What follows belongs to an exercise in optimizing a design on an open flow for small area, a short achievable clock period and few clock cycles per item; a production flow would make more cautious choices. In this exercise RTL edits were held to simulation tests only and were not proved equivalent to the original. Power figures rest on the tool's default switching activity, not on a simulated workload.

==> trial 40 <==
## des_core
module des_core (
    input  logic            ck,
    input  logic            rst,
    input  logic            key_load,
    input  logic            decrypt,
    input  logic            start,
    input  des_pkg::block_t key,
    input  des_pkg::block_t din,
    output des_pkg::block_t dout,
    output logic            done,
    output logic            busy
);
Settings: LEC_CHECK=0, CAP_MARGIN=20, CORE_MARGIN=2, CORE_UTILIZATION=40, SETUP_SLACK_MARGIN=3.5, SLEW_MARGIN=20; clock period 6.0 ns.
standard.sh (not shown) runs the stock make flow with config.mk's settings and CLKGATE_MAP_FILE= SYNTH_SCRIPT=/design/flow/synth_recipe.tcl, a recipe that flattens the netlist after the stock synthesis.
==> flow/flow/run.sh <==
#!/bin/bash
# The standard layout (standard.sh), with two changes to how it is made:
#  - the port buffers are plain buf_1 cells instead of the delay cells
#    buffer_ports picks by itself;
#  - synthesis skips the half/full-adder extraction (no ADDER_MAP_FILE), so the
#    S-box logic is left whole to ABC. Registers are unchanged.
# Each tool's output stays in orfs/logs/; make's own output goes to flow_make.log.
set -euo pipefail
export BUFFER_PORTS_ARGS="-buffer_cell sky130_fd_sc_hd__buf_1"
export ADDER_MAP_FILE=
bash standard.sh finish > flow_make.log 2>&1
==> build 15: changes against trial 40 <==
ABC_AREA = 1   (was unset)
==> build 7: changes against trial 40 <==
ABC_AREA = 1   (was unset)
SETUP_SLACK_MARGIN = 3.8   (was 3.5)
==> qor summary <==
| metric | build 15 | build 7 | trial 40 |
|---|---|---|---|
| Die height | 173.2 µm | 173.2 µm | 181.1 µm |
| Flip-flop and latch area | 0.003774 mm² | 0.003774 mm² | 0.003775 mm² |
| Fraction of power consumed by sequential logic | 24.1% | 19.2% | 15.0% |
| Worst Setup EP | dout[6] | dout[26] | dout[22] |
| Startpoint of the lowest-slack register-to-register path | u_block_path.lr[27] | u_block_path.lr[0] | u_block_path.lr[8] |
| Overall global routing resource usage | 27.49% | 28.34% | 26.20% |
| Run status | timing/DRC/antenna clean | timing/DRC/antenna clean | timing/DRC/antenna clean |
| Synthesis-to-layout area growth | 16.33% | 33.30% | 37.22% |
| Wire length after detailed routing | 42470 µm | 45280 µm | 46740 µm |
| Floorplan die area | 0.02998 mm² | 0.02998 mm² | 0.03280 mm² |
| Non-clock inverter total of the final layout | 138 | 140 | 0 |
| Syn nets | 1979 | 1979 | 1769 |
| Non-clock buffers | 215 | 360 | 410 |
| Number of cell instances on the worst register-to-register path | 12 | 15 | 9 |
| Post-placement setup slack | 2.956 ns | 2.887 ns | 2.433 ns |
| Depth of the worst hold-timing path | 2 | 2 | 1 |
| WP buf/inv | 1 | 2 | 2 |
| Cell Rows | 61 | 61 | 64 |
Testbench counts of trial 40, summed over its fixed seeds: cycles 23,199, blocks 1,280.
Testbench counts of build 15, summed over its fixed seeds: cycles 23,199, blocks 1,280.
Testbench counts of build 7, summed over its fixed seeds: cycles 23,199, blocks 1,280.

* * *

==> inputs of job 1430 <==
des_core, a different RTL version from the one above (not shown whole).
==> flow/config.mk <==
export PLATFORM = sky130hd
export DESIGN_NAME = des_core
export DESIGN_NICKNAME = des_core
export VERILOG_FILES = /design/flow/design.v
export SDC_FILE = /design/flow/constraint.sdc
export NUM_CORES = 4
export LEC_CHECK = 0
export ABC_AREA = 1
export CAP_MARGIN = 20
export CORE_MARGIN = 2
export CORE_UTILIZATION = 40
export SETUP_SLACK_MARGIN = 3.5
export SLEW_MARGIN = 20
==> flow/constraint.sdc <==
create_clock -name core_clock -period 6.0 [get_ports {ck}]
set_input_delay 1.2000 -clock core_clock [delete_from_list [all_inputs] [get_ports {ck}]]
set_output_delay 1.2000 -clock core_clock [all_outputs]
set_load 0.01 [all_outputs]
Scripts as last shown in full above: flow/flow/run.sh
==> job 6943 (differences from job 1430) <==
==> flow/flow/run.sh (replaced) <==
#!/bin/bash
# The standard layout (standard.sh), with these changes to how it is made:
#  - the port buffers are plain buf_1 cells instead of the delay cells
#    buffer_ports picks by itself;
#  - synthesis skips the half/full-adder extraction (no ADDER_MAP_FILE), so the
#    S-box logic is left whole to ABC;
set -euo pipefail
export BUFFER_PORTS_ARGS="-buffer_cell sky130_fd_sc_hd__buf_1"
export ADDER_MAP_FILE=
if [[ -f flow/abc.script ]]; then
  rm -rf own_scripts
  cp -r "$FLOW_HOME/scripts" own_scripts
  cp flow/abc.script own_scripts/abc_area.script
  SCRIPTS_DIR="$PWD/own_scripts" bash standard.sh synth > flow_synth.log 2>&1
fi
bash standard.sh finish > flow_make.log 2>&1
==> flow/flow/abc.script (new file) <==
&get -n
&st
&dch -f
&nf -R 1000
&put
topo
stime -c
buffer -c
upsize -c
dnsize -c
- CTS_BUF_LIST: default -> sky130_fd_sc_hd__clkbuf_8
==> flow_summary.json <==
{
  "fin_skew_ps": 12.97,
  "routed-wl-met3_um": 3719,
  "p_leak_nw": 5.762,
  "drtIter0Drc": 1401,
  "reg2reg_to": "u_key_schedule.cd[46]",
  "nFillCells": 2846,
  "drive_above_1_share": 0.05035,
  "outcome": "timing/DRC/antenna clean",
  "cp.arrival_ps": 1230,
  "clk_pin_slew_ps": 60,
  "core_area_um2": 26060,
  "synthCells": 1820,
  "clk_latency_ps": 430,
  "die_y_um": 166.8,
  "layout_common_cells": "nand2_1 (607), nand3_1 (314), inv_1 (211)",
  "dieArea_um2": 27830
}
the above is filed under job 1430

==> flow_summary.json <==
{
  "reg2reg_to": "u_block_path.lr[21]",
  "dieArea_um2": 24350,
  "outcome": "timing/DRC/antenna clean",
  "cp.arrival_ps": 1250,
  "routed-wl-met3_um": 2806,
  "fin_skew_ps": 15.94,
  "synthCells": 1245,
  "p_leak_nw": 4.054,
  "nFillCells": 2313
}
the above is filed under job 6943

Testbench counts of job 1430, summed over its fixed seeds: cycles 23,199, blocks 1,280.
Testbench counts of job 6943, summed over its fixed seeds: cycles 23,199, blocks 1,280.

==> re-timing with driven ports <==
How much do the figures lean on ideal ports? The routed layouts below were timed once more, with nothing changed but the port constraints. Step 1 assumes that a clkbuf_16 drives the clock port and a buf_2 every other input. Step 2 adds t to the input delays and takes it off the output delays; t is the mean of the earliest and latest rising clock arrival at the registers after step 1. Input paths then give back, and output paths get back, about the clock's delay inside the block. Slacks: ideal / step 1 / step 2; pairs: ideal / step 1.
run	t, ns	setup slack, ns	worst hold slack (ns)	worst setup path after step 2
trial 40	0.485	3.452 / 3.401 / 3.136	0.522 / 0.522 / 0.522	input to register
build 15	0.492	3.504 / 3.449 / 3.146	0.515 / 0.515 / 0.515	input to register
build 7	0.477	3.692 / 3.642 / 3.437	0.509 / 0.509 / 0.509	input to register
job 1430	0.470	3.568 / 3.523 / 3.182	0.503 / 0.503 / 0.503	input to register
job 6943	0.498	3.549 / 3.506 / 3.258	0.465 / 0.465 / 0.465	input to register
After both steps setup and hold are still met in every run listed. The setup slack of job 1430, which loses most, moves by -0.045 ns with the drivers and by -0.386 ns with both steps.
